Context: an optimization exercise on an open-source flow, tuned for small area, a short achievable clock period and few clock cycles per item. The choices shown serve that exercise and are no tape-out recipe.
No functional check of the RTL was part of any run shown here.
Power is estimated from default activity; no workload was simulated.

==> flow/run.sh <==
#!/bin/bash
# synth_recipe.tcl (not shown) runs the flow's synth.tcl, then flattens the netlist and writes it again
# the make line also repeats each setting of config.mk as NAME=value (left out here)
make -C /OpenROAD-flow-scripts/flow DESIGN_CONFIG=/design/flow/config.mk WORK_HOME=/design/flow/orfs CLKGATE_MAP_FILE= SYNTH_SCRIPT=/design/flow/synth_recipe.tcl finish
==> flow/config.mk <==
export PLATFORM = sky130hd
export DESIGN_NAME = ascii_arith_command_interpreter
export DESIGN_NICKNAME = ascii_arith_command_interpreter
export VERILOG_FILES = /design/flow/design.v
export SDC_FILE = /design/flow/constraint.sdc
export NUM_CORES = 4
export LEC_CHECK = 0
export CAP_MARGIN = 20
export CORE_MARGIN = 2
export CORE_UTILIZATION = 40
export SLEW_MARGIN = 20
==> flow/constraint.sdc <==
create_clock -name core_clock -period 10.0 [get_ports {clock}]
set_input_delay 2.0000 -clock core_clock [delete_from_list [all_inputs] [get_ports {clock}]]
set_output_delay 2.0000 -clock core_clock [all_outputs]
set_load 0.01 [all_outputs]
==> flow/design.v <==
package aaci_pkg;
   localparam logic [1:0] CMD_ADD = 2'd0;
   localparam logic [1:0] CMD_SUB = 2'd1;
   localparam logic [1:0] CMD_MUL = 2'd2;
   localparam logic [1:0] CMD_BYE = 2'd3;
   localparam logic [2:0] ST_OK       = 3'd0;
   localparam logic [2:0] ST_BAD_CMD  = 3'd1;
   localparam logic [2:0] ST_FEW_ARGS = 3'd2;
   localparam logic [2:0] ST_MANY     = 3'd3;
   localparam logic [2:0] ST_BAD_IN   = 3'd4;
   localparam logic [2:0] ST_BYE      = 3'd5;
   localparam logic [2:0] ST_OVERFLOW = 3'd6;
endpackage
module ascii_arith_command_interpreter (
   input  logic        clock,
   input  logic        reset,
   input  logic        req_valid,
   output logic        req_ready,
   input  logic [7:0]  req_byte_req,
   output logic        rsp_valid,
   input  logic        rsp_ready,
   output logic [2:0]  rsp_status,
   output logic [31:0] rsp_value
);
   localparam logic [1:0] CMD_ADD = 2'd0;
   localparam logic [1:0] CMD_SUB = 2'd1;
   localparam logic [1:0] CMD_MUL = 2'd2;
   localparam logic [1:0] CMD_BYE = 2'd3;
   localparam logic [2:0] ST_OK       = 3'd0;
   localparam logic [2:0] ST_BAD_CMD  = 3'd1;
   localparam logic [2:0] ST_FEW_ARGS = 3'd2;
   localparam logic [2:0] ST_MANY     = 3'd3;
   localparam logic [2:0] ST_BAD_IN   = 3'd4;
   localparam logic [2:0] ST_BYE      = 3'd5;
   localparam logic [2:0] ST_OVERFLOW = 3'd6;
   logic        v_ff;
   logic [7:0]  b_ff;
   logic        ign_ff;       
   logic [7:0]  len_ff;       
   logic [3:0]  pos_ff;       
   logic [1:0]  cmd_ff;       
   logic        alive_ff;     
   logic        nul_ff;
   logic [2:0]  spc_ff;       
   logic        badin_ff;     
   logic        lastsp_ff;    
   logic [31:0] r_ff, t_ff;
   logic        rv_ff;
   logic [2:0]  st_ff;
   logic is_nl, is_sp, is_dig, is_nul, len_full, hold, go, lend;
   logic spc0, first, mul, sub, word_end_ok;
   logic [3:0] name_len;
   logic [7:0] name_chr;
   logic [2:0] status;
   logic [3:0] d;
   assign is_nl    = b_ff == 8'd10;
   assign is_sp    = b_ff == 8'd32;
   assign is_nul   = b_ff == 8'd0;
   assign is_dig   = b_ff[7:4] == 4'h3 && (!b_ff[3] || b_ff[2:1] == 2'b00);
   assign len_full = &len_ff;
   assign d        = b_ff[3:0];
   assign hold      = rv_ff && (is_nl || is_sp || len_full);
   assign go        = v_ff && !hold;
   assign req_ready = !(v_ff && hold);
   assign lend      = go && !ign_ff && (is_nl || len_full);
   assign spc0  = spc_ff == 3'd0;
   assign first = spc_ff == 3'd1;
   assign mul   = cmd_ff == CMD_MUL;
   assign sub   = cmd_ff == CMD_SUB;
   always_comb begin
      unique case (cmd_ff)
         CMD_ADD: name_len = 4'd3;
         CMD_SUB: name_len = 4'd8;
         CMD_MUL: name_len = 4'd8;
         default: name_len = 4'd3;
      endcase
      name_chr = 8'd0;
      unique case (cmd_ff)
         CMD_ADD: case (pos_ff)
            4'd1: name_chr = "d";
            4'd2: name_chr = "d";
            default: ;
         endcase
         CMD_SUB: case (pos_ff)
            4'd1: name_chr = "u";
            4'd2: name_chr = "b";
            4'd3: name_chr = "t";
            4'd4: name_chr = "r";
            4'd5: name_chr = "a";
            4'd6: name_chr = "c";
            4'd7: name_chr = "t";
            default: ;
         endcase
         CMD_MUL: case (pos_ff)
            4'd1: name_chr = "u";
            4'd2: name_chr = "l";
            4'd3: name_chr = "t";
            4'd4: name_chr = "i";
            4'd5: name_chr = "p";
            4'd6: name_chr = "l";
            4'd7: name_chr = "y";
            default: ;
         endcase
         default: case (pos_ff)
            4'd1: name_chr = "y";
            4'd2: name_chr = "e";
            default: ;
         endcase
      endcase
   end
   assign word_end_ok = alive_ff && pos_ff == name_len;
   always_comb begin
      if (nul_ff)
         status = ST_BAD_CMD;
      else if (spc_ff == 3'd5)
         status = ST_MANY;
      else if (spc0 ? !word_end_ok : !alive_ff)
         status = ST_BAD_CMD;
      else if (cmd_ff == CMD_BYE)
         status = ST_BYE;
      else if (spc_ff < 3'd2)
         status = ST_FEW_ARGS;
      else if (badin_ff || lastsp_ff)
         status = ST_BAD_IN;
      else
         status = ST_OK;
      if (!is_nl)
         status = ST_OVERFLOW;
   end
   logic        g0, g1, g2, g3, neg, esub;
   logic [31:0] x0, x1, x2, x3, e, sum;
   assign neg  = !first && !mul;
   assign esub = !first && sub;
   assign g0   = !first && (!mul || d[0]);
   assign g1   = !first && mul && d[1];
   assign g2   = !first && mul && d[2];
   assign g3   = !first && (!mul || d[3]);
   always_comb begin
      x0 = (t_ff & {32{g0}}) ^ {32{neg}};
      x1 = ({t_ff[30:0], 1'b0} & {32{g1}}) | (esub ? 32'hFFFF_FFF0 : 32'd0);
      x2 = {t_ff[29:0], 2'b0} & {32{g2}};
      x3 = ({t_ff[28:0], 3'b0} & {32{g3}}) ^ {32{neg}};
      if (first)     e = {28'd0, d};
      else if (mul)  e = 32'd0;
      else if (sub)  e = {27'd0, 5'({1'b0, ~d} + 5'd3)};
      else           e = {27'd0, 5'({1'b0, d} + 5'd2)};
      sum = {r_ff[28:0], 3'b0} + {r_ff[30:0], 1'b0} + x0 + x1 + x2 + x3 + e;
   end
   always_ff @(posedge clock) begin
      if (req_ready) begin
         b_ff <= req_byte_req;
      end
   end
   always_ff @(posedge clock) begin
      if (reset) begin
         v_ff      <= 1'b0;
         rv_ff     <= 1'b0;
         ign_ff    <= 1'b0;
         len_ff    <= '0;
         pos_ff    <= '0;
         cmd_ff    <= CMD_ADD;
         alive_ff  <= 1'b1;
         nul_ff    <= 1'b0;
         spc_ff    <= '0;
         badin_ff  <= 1'b0;
         lastsp_ff <= 1'b0;
      end else begin
         if (req_ready) begin
            v_ff <= req_valid;
         end
         if (rsp_ready) begin
            rv_ff <= 1'b0;
         end
         if (go) begin
            if (ign_ff) begin
               ign_ff <= !is_nl;
            end else if (lend) begin
               rv_ff     <= 1'b1;
               ign_ff    <= !is_nl;
               len_ff    <= '0;
               pos_ff    <= '0;
               cmd_ff    <= CMD_ADD;
               alive_ff  <= 1'b1;
               nul_ff    <= 1'b0;
               spc_ff    <= '0;
               badin_ff  <= 1'b0;
               lastsp_ff <= 1'b0;
            end else begin
               len_ff    <= len_ff + 8'd1;
               lastsp_ff <= is_sp;
               if (is_nul) begin
                  nul_ff <= 1'b1;
               end
               if (is_sp) begin
                  if (spc0) begin
                     alive_ff <= word_end_ok;
                  end else if (lastsp_ff) begin
                     badin_ff <= 1'b1;
                  end
                  if (spc_ff != 3'd5) begin
                     spc_ff <= spc_ff + 3'd1;
                  end
               end else if (spc0) begin
                  pos_ff <= pos_ff + 4'd1;
                  if (pos_ff == 4'd0) begin
                     alive_ff <= alive_ff && (b_ff == "a" || b_ff == "s" || b_ff == "m" || b_ff == "b");
                     cmd_ff   <= b_ff[4] ? CMD_SUB : b_ff[3] ? CMD_MUL : b_ff[1] ? CMD_BYE : CMD_ADD;
                  end else if (pos_ff >= name_len || b_ff != name_chr) begin
                     alive_ff <= 1'b0;
                  end
               end else if (!is_dig) begin
                  badin_ff <= 1'b1;
               end
            end
         end
      end
   end
   always_ff @(posedge clock) begin
      if (lend) begin
         st_ff <= status;
      end
   end
   always_ff @(posedge clock) begin
      if (go && !ign_ff) begin
         if (lend) begin
            if (status != ST_OK) begin
               r_ff <= '0;
            end
         end else if (is_sp) begin
            if (spc0) begin
               r_ff <= '0;
            end else if (spc_ff != 3'd5) begin
               t_ff <= r_ff;
               if (mul) begin
                  r_ff <= '0;
               end
            end
         end else if (is_dig && !spc0) begin
            r_ff <= sum;
         end
      end
   end
   assign rsp_valid  = rv_ff;
   assign rsp_status = st_ff;
   assign rsp_value  = r_ff;
endmodule
==> results of run 1 <==
==> per-stage QoR <==
stage | instances | power (mW) | hold WS [ns] | area, sq um
4_1_cts | 1420 | 1.56 | 0.488 | 11200
3_5_place_dp | 1404 | 1.18 | 0.466 | 10900
5_1_grt | 1420 | 1.67 | 0.524 | 11200
6_report | 1420 | 1.55 | 0.487 | 11200
2_1_floorplan | 1058 | 1.03 | 0.437 | 10100
3_3_place_gp | 1404 | 1.17 | 0.448 | 10900
==> power groups by stage <==
stage	clock network, mW	registers (mW)	logic (mW)
finish	0.376	0.481	0.688
global route	0.397	0.482	0.793
CTS	0.386	0.481	0.693
detailed placement	0	0.491	0.685
global placement	0	0.491	0.677
floorplan	0	0.488	0.539
==> kinds of logic after synthesis <==
group                      after synthesis
DFF                                     99
AOI/OAI and AO/OA                      211
and+or+nand+nor                        292
buffers and inverters                  208
adders and majority gates              195
muxes                                    7
xor gates and xnor gates                46
==> critical path, cell delays in order (launching register included) <==
cell	delay (ns)
dfxtp_1	0.35
inv_1	0.10
ha_1	0.88
inv_2	0.24
nor3_2	0.64
buf_4	0.40
a21o_1	0.18
fa_1	0.40
inv_1	0.09
fa_1	0.40
fa_1	0.49
inv_1	0.05
fa_1	0.48
ha_1	0.19
inv_1	0.06
fa_1	0.37
nor2b_1	0.19
o31ai_1	0.13
a21oi_1	0.49
o211ai_2	0.22
a21oi_1	0.28
a2111oi_4	0.10
a2111oi_0	0.40
o21bai_1	0.17
==> synthesized netlist by cell type, drive strengths merged (3+ instances only) <==
| master | count |
|---|---|
| a2111oi | 4 |
| a211oi | 9 |
| a21o | 16 |
| a21oi | 94 |
| a31oi | 5 |
| and2 | 17 |
| and3 | 4 |
| and3b | 4 |
| buf | 17 |
| clkbuf | 24 |
| dfxtp | 24 |
| edfxtp | 75 |
| fa | 119 |
| ha | 76 |
| inv | 166 |
| mux2i | 6 |
| nand2 | 80 |
| nand2b | 6 |
| nand3 | 16 |
| nand3b | 3 |
| nand4 | 9 |
| nor2 | 94 |
| nor2b | 11 |
| nor3 | 20 |
| nor3b | 6 |
| nor4 | 5 |
| o21a | 14 |
| o21ai | 34 |
| o21bai | 6 |
| o22ai | 5 |
| o31ai | 3 |
| or2 | 7 |
| or3 | 4 |
| xnor2 | 33 |
| xor2 | 13 |
==> path summary, 6_finish.rpt <==
kind / slack (ns) / to
worst min register to register: 0.49 / badin_ff
worst max register to register: 2.54 / r_ff[30]
worst min-delay path: 0.49 / badin_ff
worst max-delay path: 2.54 / r_ff[30]
==> routing by layer <==
layer / share of wire, % / vias to the layer above / global-route usage (%) / wire [um]
li1: - / 3560 / - / -
met1: 46 / 3665 / 27.0 / 11200
met2: 47 / 200 / 32.1 / 11400
met3: 4.6 / 17 / 2.95 / 1110
met4: 1.4 / 0 / 4.79 / 346
met5: 0 / - / 0 / 0
==> sequential cells by signal (all words and copies together) (netlist names) <==
name and cells:
alive_ff 1, b_ff 8, pos_ff 4, r_ff 32, rv_ff 1, ign_ff 1, lastsp_ff 1, t_ff 32
v_ff 1, len_ff 8, cmd_ff 2, nul_ff 1, badin_ff 1, spc_ff 3, st_ff 3
==> cell type report <==
type / count / area share (%)
sequential: 99 / 24.4
clock buffer: 9 / 2.01
tap: 330 / 3.68
inverter: 167 / 5.59
clock inverter: 7 / 0.836
timing repair buffer: 57 / 4.89
multi-input combinational: 751 / 58.6
==> summary.txt, run 1 <==
Detailed routing
  • Vias per cell: 5.24
  • Starting DRT DRC Count: 427
  • DR DRC count: 0
  • DR WL/cell: 16.9 um
  • Routed Wire Length: 24100 um
  • Via count: 7442
  • Pre-antenna DRT Iters: 4
  • Antenna viol nets, final: 0

Power
  • PD cells: 138 nW/um^2
  • Combinational share of power: 44.5%
  • Switching Share: 38.2%
  • Int Power: 0.955 mW
  • Clock power share: 24.3%
  • Psw: 0.590 mW
  • Sequential group share of total power: 31.2%
  • Pleak: 4.86 nW
  • Peak VDD IR: 0.103 mV

Yosys
  • Share of the synthesized area in the top cell type: 23.6%
  • Post-Synth Adder-Cell Area: 33.0%
  • EDFF count, synth: 75
  • Syn Inst Count: 1058
  • Post-synthesis sequential area ratio: 27.1%
  • Post-Synth Simple-Gate Area: 13.7%
  • Synth Area in XOR/XNOR: 3.99%
  • Synthesis warning total: 1
  • Yosys top cell by area: fa_1
  • Share of synthesized flip-flops with an asynchronous set or reset: 0%
  • Synth top area cells: fa_1 (24%), edfxtp_1 (22%), ha_1 (9.4%), inv_1 (6.1%), dfxtp_1 (4.8%)
  • Most used DFF post-synth: edfxtp_1
  • Synth Area in Compound Gates: 13.4%
  • Netlist Area Pre-Place: 10100 sq um
  • Largest family of logic cells by synthesized area: adder cells
  • #FFs+latches synth: 99
  • Mean Syn Cell Area: 9.53 sq um
  • Distinct cells, synth: 67
  • Syn Nets: 1265
  • Mux cell area share after synthesis: 0.707%

Timing
  • Setup ws final: 2.54 ns
  • Worst Clk Skew: 0.0146 ns
  • Hold Vio Cnt, Final: 0
  • Unrepaired setup endpoints after global routing: no
  • Slew @ Worst Pin: 1.09 ns
  • Setup violators final: 0
  • Relative slew slack: 27.6%
  • Peak Freq: 134 MHz
  • Final Cycle Share: 74.6%
  • Crit path time final: 7.46 ns
  • Setup_tns: 0 ns
  • Final slew viol count: 0

Worst setup path
  • Worst Path Max Fanout: 24
  • Worst setup path startpoint: cmd_ff[0]
  • Worst reg2reg path depth: 23
  • Worst R2R Start: cmd_ff[0]
  • Kind of critical path: reg2reg
  • Critical path launch point type: flop
  • Critical path arrival: 7.68 ns
  • Worst endpoint required time: 10.22 ns
  • Endpoint class of the critical path: flop

Min path
  • Min-Delay Startpoint: badin_ff
  • WHS Path Cells: 2
  • HP Class: reg2reg

Placement
  • IO buf count: 48
  • Dpl ws: 2.58 ns
  • Placer Congestion: 0.815
  • Dpl hpwl: 18500 um

CTS
  • Reg clk slew, reported paths: 0.09 ns
  • CTS resizes: 0
  • Clock tree buffer depth: 2
  • CTS tree: done
  • Num CTS Buffers: 9
  • Clock Latency Late Sink: 0.37 ns
  • CTS sink cnt: 99
  • Root buf cell: clkbuf_16
  • # Post-CTS Setup Buffers: 0
  • # H-tree levels: 3
  • Hold_buf cts: 0

Cells and area
  • # nets final: 1292
  • Area occupied by multi-input gates: 6580 sq um
  • Post-route core utilization: 44.9%
  • Commonest non-fill, non-tap cells in the layout: inv_1 (165), fa_1 (119), nor2_1 (93), a21oi_1 (92), nand2_1 (80)
  • Antenna cells: 0
  • Register area: 2730 sq um
  • Share of layout cells above drive strength 1: 4.77%
  • Synthesis-to-finish area growth: 11.2%
  • Commonest non-fill, non-tap cell in the layout: inv_1
  • Fillers: 2438

Floorplanning
  • Number of top-level pins: 49
  • Die area: 26500 sq um
  • Core ar.: 25000 sq um
  • Chip Width: 163 um
  • Rows: 58
  • Die height: 163 um
  • Starting Density: 40.4%

GRT
  • Total Routing Usage GR: 19.5%
  • Congestion Overflow GR: 0
  • Vias in the first global route: 7742
  • Global-route wire length before repair: 40200 um
  • Largest net degree at the start of global routing: 33
  • Initial antenna violation count: 0

Job
  • Max Cap Viol: 0

Outcome
  • Status: no timing/DRC/antenna violations
==> inputs of run 2 (changes only) <==
--- a/flow/design.v
+++ b/flow/design.v
@@ -127,24 +127,35 @@
       if (!is_nl)
          status = ST_OVERFLOW;
    end
-   logic        g0, g1, g2, g3, neg, esub;
-   logic [31:0] x0, x1, x2, x3, e, sum;
-   assign neg  = !first && !mul;
-   assign esub = !first && sub;
-   assign g0   = !first && (!mul || d[0]);
-   assign g1   = !first && mul && d[1];
-   assign g2   = !first && mul && d[2];
-   assign g3   = !first && (!mul || d[3]);
+   logic        ps2, ps4, ps8, qs1, qs2, qsn;
+   logic [31:0] p, q, e, sum;
    always_comb begin
-      x0 = (t_ff & {32{g0}}) ^ {32{neg}};
-      x1 = ({t_ff[30:0], 1'b0} & {32{g1}}) | (esub ? 32'hFFFF_FFF0 : 32'd0);
-      x2 = {t_ff[29:0], 2'b0} & {32{g2}};
-      x3 = ({t_ff[28:0], 3'b0} & {32{g3}}) ^ {32{neg}};
-      if (first)     e = {28'd0, d};
-      else if (mul)  e = 32'd0;
-      else if (sub)  e = {27'd0, 5'({1'b0, ~d} + 5'd3)};
-      else           e = {27'd0, 5'({1'b0, d} + 5'd2)};
-      sum = {r_ff[28:0], 3'b0} + {r_ff[30:0], 1'b0} + x0 + x1 + x2 + x3 + e;
+      ps2 = 1'b0; ps4 = 1'b0; ps8 = 1'b0; qs1 = 1'b0; qs2 = 1'b0; qsn = 1'b0;
+      if (first) begin
+         e = {28'd0, d};
+      end else if (mul) begin
+         unique case (d)
+            4'd1: qs1 = 1'b1;
+            4'd2: ps2 = 1'b1;
+            4'd3: begin ps2 = 1'b1; qs1 = 1'b1; end
+            4'd4: ps4 = 1'b1;
+            4'd5: begin ps4 = 1'b1; qs1 = 1'b1; end
+            4'd6: begin ps4 = 1'b1; qs2 = 1'b1; end
+            4'd7: begin ps8 = 1'b1; qs1 = 1'b1; qsn = 1'b1; end
+            4'd8: ps8 = 1'b1;
+            4'd9: begin ps8 = 1'b1; qs1 = 1'b1; end
+            default: ;
+         endcase
+         e = {31'd0, qsn};
+      end else begin
+         ps8 = 1'b1;
+         qs1 = 1'b1;
+         e = sub ? 32'd9 - {28'd0, d} : 32'd9 + {28'd0, d};
+      end
+      p = ({t_ff[30:0], 1'b0} & {32{ps2}}) | ({t_ff[29:0], 2'b0} & {32{ps4}})
+        | ({t_ff[28:0], 3'b0} & {32{ps8}});
+      q = ((t_ff & {32{qs1}}) | ({t_ff[30:0], 1'b0} & {32{qs2}})) ^ {32{qsn}};
+      sum = {r_ff[28:0], 3'b0} + {r_ff[30:0], 1'b0} + p + q + e;
    end
    always_ff @(posedge clock) begin
       if (req_ready) begin
@@ -230,7 +241,7 @@
             if (spc0) begin
                r_ff <= '0;
             end else if (spc_ff != 3'd5) begin
-               t_ff <= r_ff;
+               t_ff <= mul ? r_ff : ~r_ff;
                if (mul) begin
                   r_ff <= '0;
                end
==> summary.txt, run 2 <==
CTS
  • CTS tree: done
  • CTS resizes: 0
  • Clock Latency Late Sink: 0.37 ns
  • Root buf cell: clkbuf_16
  • Hold_buf cts: 0
  • # Post-CTS Setup Buffers: 0
  • Reg clk slew, reported paths: 0.09 ns
  • Clock tree buffer depth: 2
  • CTS sink cnt: 105
  • # H-tree levels: 3
  • Num CTS Buffers: 9

GRT
  • Global-route wire length before repair: 37600 um
  • Vias in the first global route: 7232
  • Congestion Overflow GR: 0
  • Largest net degree at the start of global routing: 49
  • Initial antenna violation count: 1
  • Total Routing Usage GR: 18.2%

Floorplanning
  • Starting Density: 40.6%
  • Rows: 57
  • Core ar.: 24200 sq um
  • Die height: 161 um
  • Die area: 25800 sq um
  • Number of top-level pins: 49
  • Chip Width: 161 um

Timing
  • Final slew viol count: 0
  • Peak Freq: 146 MHz
  • Setup_tns: 0 ns
  • Hold Vio Cnt, Final: 0
  • Worst Clk Skew: 0.0169 ns
  • Relative slew slack: 28.9%
  • Crit path time final: 6.85 ns
  • Final Cycle Share: 68.5%
  • Unrepaired setup endpoints after global routing: no
  • Setup violators final: 0
  • Slew @ Worst Pin: 1.07 ns

Min path
  • WHS Path Cells: 2
  • HP Class: reg2reg
  • Min-Delay Startpoint: badin_ff
  • Hold endpoint: badin_ff

Cells and area
  • Commonest non-fill, non-tap cells in the layout: inv_1 (185), fa_1 (89), nor2_1 (80), edfxtp_1 (75), xnor2_1 (74)
  • Antenna cells: 0
  • Fillers: 2249
  • Post-route cell area: 10900 sq um
  • Top Registers: r_ff x32, t_ff x32
  • Synthesis-to-finish area growth: 11.0%
  • Share of layout cells above drive strength 1: 3.91%
  • Area occupied by multi-input gates: 6070 sq um
  • Commonest non-fill, non-tap cell in the layout: inv_1
  • Register area: 2850 sq um
  • # nets final: 1196

Yosys
  • Syn Nets: 1174
  • Share of synthesized flip-flops with an asynchronous set or reset: 0%
  • Post-synth top cells: inv_1 (185), fa_1 (89), nor2_1 (81)
  • #FFs+latches synth: 105
  • Netlist Area Pre-Place: 9800 sq um
  • Synth top area cells: edfxtp_1 (23%), fa_1 (18%), inv_1 (7.1%), ha_1 (6.6%), xnor2_1 (6.6%)
  • Top-count cell post-synth: inv_1
  • EDFF count, synth: 75
  • Synthesis warning total: 1
  • Mean Syn Cell Area: 9.60 sq um
  • Share of the synthesized area in the top cell type: 23.0%
  • Post-synthesis sequential area ratio: 29.1%
  • Distinct cells, synth: 69
  • Most used DFF post-synth: edfxtp_1
  • Syn Inst Count: 1021
  • Yosys top cell by area: edfxtp_1

Worst setup path
  • Worst reg2reg path depth: 19
  • Worst endpoint required time: 10.12 ns
  • Kind of critical path: reg2reg
  • Worst Path Max Fanout: 48
  • R2r endpoint: r_ff[23]
  • Endpoint class of the critical path: flop
  • Worst R2R Start: cmd_ff[0]
  • Critical path launch point type: flop
  • Critical path arrival: 6.97 ns
  • R2R setup slack: 3.15 ns

Placement
  • DP Area: 10600 sq um
  • IO buf count: 48
  • Placer Congestion: 0.920
  • Dpl hpwl: 17300 um

Power
  • Pwr Total: 1.15 mW
  • PD cells: 105 nW/um^2
  • Pleak: 4.65 nW
  • Peak VDD IR: 0.0683 mV

Detailed routing
  • Antenna viol nets, final: 0
  • Pre-antenna DRT Iters: 8
  • Starting DRT DRC Count: 560
  • DR DRC count: 0
  • Vias per cell: 5.28
  • Routed Wire Length: 22800 um
  • Via count: 7247
  • DR WL/cell: 16.6 um

Job
  • Max Cap Viol: 0

Outcome
  • Status: no timing/DRC/antenna violations
==> run 2: changes by cell type after synthesis, moves of 24 or more <==
cell | previous run | this run
nand2_1 | 80 | 30
ha_1 | 76 | 52
xnor2_1 | 33 | 74
a22oi_1 | 1 | 35
a21oi_1 | 92 | 48
fa_1 | 119 | 89
a222oi_1 | 0 | 29
==> run 2: metal layers <==
| layer | up-vias | part of all wire (%) | global-route usage (%) |
|---|---|---|---|
| met1 | 3546 | 49 | 25.9 |
| li1 | 3538 | - | - |
| met2 | 150 | 46 | 29.6 |
| met4 | 0 | 0.76 | 4.05 |
| met3 | 13 | 3.5 | 2.87 |
| met5 | - | 0 | 0 |
==> run 2: critical path, stage by stage (launching register included) <==
cell and delay (ns):
dfxtp_1 0.34, inv_1 0.10, ha_2 0.17, buf_4 0.53
and3_1 0.98, a222oi_1 0.25, fa_1 0.55, inv_1 0.05
fa_1 0.52, inv_1 0.05, fa_1 0.52, inv_1 0.07
fa_1 0.45, a21o_1 0.22, a221o_1 0.35, a22oi_1 0.49
a31oi_1 0.30, a311oi_1 0.37, xor2_1 0.17, nor2_1 0.05
==> run 2: layout make-up <==
cell class              instances  area share, %
multi-input cells             683           55.8
flip-flops and latches        105           26.2
inverters                     187           6.45
repair buffers                 57           5.01
well taps                     324           3.73
clock buffers                   9           2.07
clock inverters                 7          0.725
==> run 2: kinds of logic (layout without fill, tap and decap cells) <==
group,after synthesis,after routing,synth area share [%]
buffers and inverters,233,260,9.12
AOI/OAI and AO/OA,226,226,16.3
and+or+nand+nor,206,206,10.6
adders and majority gates,141,141,24.8
DFF,105,105,29.1
xor gates and xnor gates,103,103,9.34
muxes,7,7,0.727
==> run 2: where the power goes <==
| group | internal (mW) | switching (mW) |
|---|---|---|
| logic | 0.121 | 0.161 |
| registers | 0.482 | 0.00773 |
| clock network | 0.180 | 0.194 |
| total | 0.783 | 0.364 |
==> run 2: worst max-delay path by stage <==
stage / from / endpoint / slack, ns / depth (start not counted)
3_3_place_gp: cmd_ff[0] / r_ff[23] / 3.32 / 19
2_1_floorplan: spc_ff[1] / r_ff[23] / 4.49 / 23
5_1_grt: cmd_ff[0] / r_ff[23] / 2.68 / 18
6_report: cmd_ff[0] / r_ff[23] / 3.15 / 19
3_5_place_dp: cmd_ff[0] / r_ff[23] / 3.21 / 19
4_1_cts: cmd_ff[0] / r_ff[23] / 3.19 / 19
==> run 2: metrics by stage <==
stage                     worst slack, ns  std cells  util, %  hold WS, ns
after floorplan                      4.49       1021        -        0.425
after global placement               3.32       1355     43.7        0.438
after detailed placement             3.21       1355     43.7        0.451
after CTS                            3.19       1371     45.0        0.464
after global routing                 2.68       1372     45.0        0.486
final                                3.15       1372     45.0        0.465
==> inputs of run 3 (changes only) <==
--- a/flow/config.mk
+++ b/flow/config.mk
@@ -8,4 +8,5 @@
 export CAP_MARGIN = 20
 export CORE_MARGIN = 2
 export CORE_UTILIZATION = 40
+export SETUP_SLACK_MARGIN = 5
 export SLEW_MARGIN = 20
==> summary.txt, run 3 <==
Outcome
  • Status: no timing/DRC/antenna violations

Cells and area
  • Share of layout cells above drive strength 1: 14.0%
  • # nets final: 1242
  • Finished Layout Cells: 1418
  • Synthesis-to-finish area growth: 20.3%
  • Post-route core utilization: 48.8%
  • Commonest non-fill, non-tap cell in the layout: inv_1
  • Post-route cell area: 11800 sq um
  • Antenna cells: 0
  • Top Registers: r_ff x32, t_ff x32
  • Fillers: 2189
  • Commonest non-fill, non-tap cells in the layout: inv_1 (178), fa_1 (85), nor2_1 (78), edfxtp_1 (75), xnor2_1 (73)

Timing
  • Final slew viol count: 0
  • Final Cycle Share: 50.7%
  • Setup ws final: 4.93 ns
  • Unrepaired setup endpoints after global routing: yes
  • Worst Clk Skew: 0.00861 ns
  • Final Hold Slack: 0.449 ns
  • Slew @ Worst Pin: 0.959 ns
  • Setup violators final: 0
  • Hold Vio Cnt, Final: 0
  • Crit path time final: 5.07 ns
  • Relative slew slack: 35.9%
  • Peak Freq: 197 MHz
  • Setup_tns: 0 ns

Yosys
  • Distinct cells, synth: 69
  • Share of synthesized flip-flops with an asynchronous set or reset: 0%
  • #FFs+latches synth: 105
  • Post-synth top cells: inv_1 (185), fa_1 (89), nor2_1 (81)
  • Yosys top cell by area: edfxtp_1
  • Synth top area cells: edfxtp_1 (23%), fa_1 (18%), inv_1 (7.1%), ha_1 (6.6%), xnor2_1 (6.6%)
  • Syn Nets: 1174
  • Share of the synthesized area in the top cell type: 23.0%
  • Syn Inst Count: 1021
  • Most used DFF post-synth: edfxtp_1
  • Netlist Area Pre-Place: 9800 sq um
  • Post-synthesis sequential area ratio: 29.1%
  • EDFF count, synth: 75
  • Top-count cell post-synth: inv_1
  • Synthesis warning total: 1
  • Mean Syn Cell Area: 9.60 sq um

CTS
  • CTS sink cnt: 105
  • Clock tree buffer depth: 2
  • CTS tree: done
  • Root buf cell: clkbuf_16
  • Num CTS Buffers: 9
  • Clock Latency Late Sink: 0.36 ns
  • Reg clk slew, reported paths: 0.08 ns
  • # H-tree levels: 3

Min path
  • WHS Path Cells: 2
  • Min-Delay Startpoint: badin_ff
  • Hold endpoint: badin_ff
  • HP Class: reg2reg

Floorplanning
  • Core ar.: 24200 sq um
  • Chip Width: 161 um
  • Rows: 57
  • Die area: 25800 sq um
  • Number of top-level pins: 49
  • Die height: 161 um
  • Starting Density: 40.6%

Job
  • Max Cap Viol: 0

Worst setup path
  • R2R setup slack: 4.93 ns
  • Kind of critical path: reg2reg
  • Critical path launch point type: flop
  • Endpoint class of the critical path: flop
  • R2r endpoint: r_ff[24]
  • Worst Path Max Fanout: 9
  • Critical path arrival: 5.27 ns
  • Worst endpoint required time: 10.20 ns
  • Worst R2R Start: spc_ff[1]
  • Worst reg2reg path depth: 19

Detailed routing
  • Routed Wire Length: 26300 um
  • DR WL/cell: 18.5 um
  • Pre-antenna DRT Iters: 7
  • Via count: 7644
  • Vias per cell: 5.39
  • Starting DRT DRC Count: 632
  • DR DRC count: 0
  • Antenna viol nets, final: 0

GRT
  • Global-route wire length before repair: 42700 um
  • Total Routing Usage GR: 20.8%
  • Initial antenna violation count: 0
  • Congestion Overflow GR: 0
  • Vias in the first global route: 7893
  • Largest net degree at the start of global routing: 33

Power
  • PD cells: 103 nW/um^2
  • Peak VDD IR: 0.0941 mV
  • Pwr Total: 1.22 mW
  • Pleak: 4.95 nW

Placement
  • IO buf count: 48
  • DP Area: 10600 sq um
  • Post-Place Cells: 1354
  • Dpl ws: 3.53 ns
  • Dpl hpwl: 17500 um
  • Placer Congestion: 0.868
## run 3: changes by cell type in the layout (fill, tap and decap cells not counted), moves of 7 or more
cell     delta
a21oi_1     -7
ha_4       +10
inv_1       -7
buf_4      +27
ha_1       -12
## run 3: logic make-up after synthesis
group                      after synthesis  synth area share [%]
buffers and inverters                  233                  9.12
AOI/OAI and AO/OA                      226                  16.3
and+or+nand+nor                        206                  10.6
adders and majority gates              141                  24.8
DFF                                    105                  29.1
xor gates and xnor gates               103                  9.34
muxes                                    7                 0.727
## run 3: metal layers
metal / track usage [%] / wire (um) / vias to the layer above
met5: 0 / 0 / -
met4: 5.12 / 524 / 0
met3: 3.07 / 1560 / 38
met2: 33.2 / 12100 / 247
met1: 29.7 / 12100 / 3716
li1: - / - / 3643
## run 3: worst max path at each step
stage	depth (start not counted)	from	slack, ns	endpoint
global placement	18	cmd_ff[0]	3.63	r_ff[24]
detailed placement	16	cmd_ff[1]	3.53	r_ff[23]
CTS	19	spc_ff[1]	4.92	r_ff[23]
floorplan	21	cmd_ff[0]	4.95	r_ff[23]
global route	19	cmd_ff[0]	4.73	r_ff[24]
finish	19	spc_ff[1]	4.93	r_ff[24]
## run 3: critical path, stage by stage (launching register included)
cell	delay, ns
dfxtp_2	0.34
inv_2	0.05
ha_4	0.19
nand2b_4	0.16
and3_4	0.30
a222oi_1	0.14
fa_1	0.49
inv_1	0.05
fa_1	0.54
inv_1	0.06
fa_1	0.54
inv_1	0.04
ha_1	0.41
nand4_1	0.25
nor3b_4	0.27
o211ai_1	0.16
nand3_4	0.16
a31oi_4	0.11
or4b_1	0.49
a31oi_1	0.15
## run 3: report_power, final
part	switching [mW]	total, mW	internal (mW)
logic	0.197	0.357	0.160
clock network	0.193	0.373	0.180
registers	0.00808	0.489	0.481
## run 3: layout make-up
type                       count  area [sq um]  share of cell area (%)
tap                          324           405                    3.44
inverter                     187           708                    6.00
clock buffer                   9           225                    1.91
clock inverter                 7          81.3                   0.689
multi-input combinational    690          6550                    55.5
timing repair buffer          96           966                    8.19
sequential                   105          2860                    24.3
## run 3: repair_timing
| item | CTS | global route |
|---|---|---|
| endpoints found under the setup margin | 28 | 22 |
| pin swaps | 29 | 39 |
| resized for setup | 50 | 44 |
| buffers inserted | 23 | 16 |
| hold buffers | 0 | 0 |
| gates cloned | 8 | 1 |
==> inputs of run 4 (changes only) <==
==> flow/flow/run.sh (new file) <==
#!/bin/bash
# Standard layout; each tool's output goes to a log file in this folder.
bash standard.sh > standard.log 2>&1
==> flow/standard.sh (new file) <==
#!/bin/bash
# synth_recipe.tcl (not shown) runs the flow's synth.tcl, then flattens the netlist and writes it again
# the make line also repeats each setting of config.mk as NAME=value (left out here)
make -C /OpenROAD-flow-scripts/flow DESIGN_CONFIG=/design/flow/config.mk WORK_HOME=/design/flow/orfs CLKGATE_MAP_FILE= SYNTH_SCRIPT=/design/flow/synth_recipe.tcl "${@:-finish}"
--- a/flow/config.mk
+++ b/flow/config.mk
@@ -8,5 +8,4 @@
 export CAP_MARGIN = 20
 export CORE_MARGIN = 2
 export CORE_UTILIZATION = 40
-export SETUP_SLACK_MARGIN = 5
 export SLEW_MARGIN = 20
removed: flow/run.sh
==> summary.txt, run 4 <==
Timing
  • Worst Clk Skew: 0.0169 ns
  • Setup_tns: 0 ns
  • Final Cycle Share: 68.5%
  • Final Hold Slack: 0.465 ns
  • Setup violators final: 0
  • Hold Vio Cnt, Final: 0
  • Setup ws final: 3.15 ns
  • Slew @ Worst Pin: 1.07 ns
  • Unrepaired setup endpoints after global routing: no
  • Relative slew slack: 28.9%
  • Crit path time final: 6.85 ns
  • Peak Freq: 146 MHz
  • Final slew viol count: 0

Cells and area
  • Fillers: 2249
  • Post-route core utilization: 45.0%
  • # nets final: 1196
  • Commonest non-fill, non-tap cells in the layout: inv_1 (185), fa_1 (89), nor2_1 (80), edfxtp_1 (75), xnor2_1 (74)
  • Top Registers: r_ff x32, t_ff x32
  • Commonest non-fill, non-tap cell in the layout: inv_1
  • Finished Layout Cells: 1372
  • Area occupied by multi-input gates: 6070 sq um
  • Synthesis-to-finish area growth: 11.0%
  • Post-route cell area: 10900 sq um
  • Antenna cells: 0
  • Share of layout cells above drive strength 1: 3.91%
  • Register area: 2850 sq um

Worst setup path
  • R2R setup slack: 3.15 ns
  • Critical path launch point type: flop
  • R2r endpoint: r_ff[23]
  • Worst R2R Start: cmd_ff[0]
  • Worst reg2reg path depth: 19
  • Worst endpoint required time: 10.12 ns
  • Kind of critical path: reg2reg
  • Worst Path Max Fanout: 48
  • Critical path arrival: 6.97 ns
  • Slowest CP cell: and3_1
  • Endpoint class of the critical path: flop
  • Ordered list of cells on the worst path: inv_1 > ha_2 > buf_4 > and3_1 > a222oi_1 > fa_1 > inv_1 > fa_1 > inv_1 > fa_1 > inv_1 > fa_1 > a21o_1 > a221o_1 > a22oi_1 > a31oi_1 > a311oi_1 > xor2_1 > nor2_1
  • Crit-path max cell delay: 0.98 ns

Yosys
  • Largest family of logic cells by synthesized area: adder cells
  • EDFF count, synth: 75
  • Netlist Area Pre-Place: 9800 sq um
  • Post-Synth Simple-Gate Area: 10.6%
  • Share of synthesized flip-flops with an asynchronous set or reset: 0%
  • Distinct cells, synth: 69
  • #FFs+latches synth: 105
  • Syn Nets: 1174
  • Synth Area in XOR/XNOR: 9.34%
  • Synthesis warning total: 1
  • Yosys top cell by area: edfxtp_1
  • Mux cell area share after synthesis: 0.727%
  • Post-Synth Adder-Cell Area: 24.8%
  • Top-count cell post-synth: inv_1
  • Synth top area cells: edfxtp_1 (23%), fa_1 (18%), inv_1 (7.1%), ha_1 (6.6%), xnor2_1 (6.6%)
  • Synth Area in Compound Gates: 16.3%
  • Post-synthesis sequential area ratio: 29.1%
  • Mean Syn Cell Area: 9.60 sq um
  • Syn Inst Count: 1021
  • Share of the synthesized area in the top cell type: 23.0%
  • Post-synth top cells: inv_1 (185), fa_1 (89), nor2_1 (81)
  • Most used DFF post-synth: edfxtp_1

Min path
  • HP Class: reg2reg
  • Min-Delay Startpoint: badin_ff
  • Hold endpoint: badin_ff
  • WHS Path Cells: 2

CTS
  • Reg clk slew, reported paths: 0.09 ns
  • Clock tree buffer depth: 2
  • Num CTS Buffers: 9
  • # H-tree levels: 3
  • # Post-CTS Setup Buffers: 0
  • Root buf cell: clkbuf_16
  • CTS sink cnt: 105
  • CTS resizes: 0
  • CTS tree: done
  • Hold_buf cts: 0
  • Clock Latency Late Sink: 0.37 ns

GRT
  • Congestion Overflow GR: 0
  • Total Routing Usage GR: 18.2%
  • Initial antenna violation count: 1
  • Vias in the first global route: 7232
  • Global-route wire length before repair: 37600 um
  • Largest net degree at the start of global routing: 49

Detailed routing
  • Vias per cell: 5.28
  • Starting DRT DRC Count: 560
  • Routed Wire Length: 22800 um
  • Antenna viol nets, final: 0
  • Pre-antenna DRT Iters: 8
  • DR DRC count: 0
  • DR WL/cell: 16.6 um
  • Via count: 7247

Placement
  • IO buf count: 48
  • Post-Place Cells: 1355
  • Placer Congestion: 0.920
  • Dpl hpwl: 17300 um
  • Dpl ws: 3.21 ns
  • DP Area: 10600 sq um

Floorplanning
  • Die area: 25800 sq um
  • Number of top-level pins: 49
  • Chip Width: 161 um
  • Starting Density: 40.6%
  • Rows: 57
  • Core ar.: 24200 sq um
  • Die height: 161 um

Power
  • Pleak: 4.65 nW
  • Peak VDD IR: 0.0683 mV
  • PD cells: 105 nW/um^2
  • Pwr Total: 1.15 mW

Outcome
  • Status: no timing/DRC/antenna violations

Job
  • Max Cap Viol: 0
[run 4: cell families after synthesis]
family,count (synthesis)
XOR/XNOR,103
AND/OR/NAND/NOR,206
flip-flops,105
AO/OA/AOI/OAI,226
adder cells (fa/ha/maj),141
multiplexers,7
buffers and inverters,233
[run 4: cell type report]
cell class / count / share of cell area, %
Multi-Input combinational cell: 683 / 55.8
Sequential cell: 105 / 26.2
Inverter: 187 / 6.45
Timing Repair Buffer: 57 / 5.01
Tap cell: 324 / 3.73
Clock buffer: 9 / 2.07
Clock inverter: 7 / 0.725
[run 4: worst max-delay path by stage]
stage / start / endpoint / depth (start not counted)
4_1_cts: cmd_ff[0] / r_ff[23] / 19
3_5_place_dp: cmd_ff[0] / r_ff[23] / 19
2_1_floorplan: spc_ff[1] / r_ff[23] / 23
6_report: cmd_ff[0] / r_ff[23] / 19
5_1_grt: cmd_ff[0] / r_ff[23] / 18
3_3_place_gp: cmd_ff[0] / r_ff[23] / 19
[run 4: power by group]
group | total [mW] | switching [mW] | internal [mW] | leakage, nW
sequential | 0.489 | 0.00773 | 0.482 | 0.934
combinational | 0.282 | 0.161 | 0.121 | 3.57
clock | 0.375 | 0.194 | 0.180 | 0.151
[run 4: critical path: cells and delay by family (launching register included)]
| kind | cells | cell delay [ns] |
|---|---|---|
| xor gates and xnor gates | 1 | 0.17 |
| DFF | 1 | 0.34 |
| and+or+nand+nor | 2 | 1.03 |
| adders and majority gates | 5 | 2.21 |
| AOI/OAI and AO/OA | 6 | 1.98 |
| buffers and inverters | 5 | 0.80 |
[run 4: per-layer routing]
metal,up-vias,routed length (um),global-route usage (%)
met3,13,790,2.87
li1,3538,-,-
met2,150,10600,29.6
met4,0,174,4.05
met1,3546,11200,25.9
met5,-,0,0

[static timing again, ports no longer ideal]
No port has a modelled driver above. Below, the same layouts with a new extraction and two added sets of constraints.
Step 1 (the two cells are an assumption about what drives the block):
set clk [get_ports {clock}]
set_driving_cell -lib_cell sky130_fd_sc_hd__clkbuf_16 $clk
set_driving_cell -lib_cell sky130_fd_sc_hd__buf_2 [delete_from_list [all_inputs] $clk]
Step 2 also shifts input and output timing later by t, the mid clock arrival at the registers, as if the neighbouring blocks saw the same clock.
a / b / c = ideal ports / drivers / drivers and shift; a / b = the first two.
run | shift t [ns] | setup slack, ns | latest minus earliest clock arrival (ns)
run 1 | 0.414 | 2.538 / 2.538 / 2.538 | 0.015 / 0.015
run 2 | 0.409 | 3.149 / 3.149 / 3.149 | 0.017 / 0.017
run 3 | 0.400 | 4.930 / 4.930 / 4.930 | 0.009 / 0.008
run 4 | 0.409 | 3.149 / 3.149 / 3.149 | 0.017 / 0.017
After both steps every run listed still meets setup and hold.
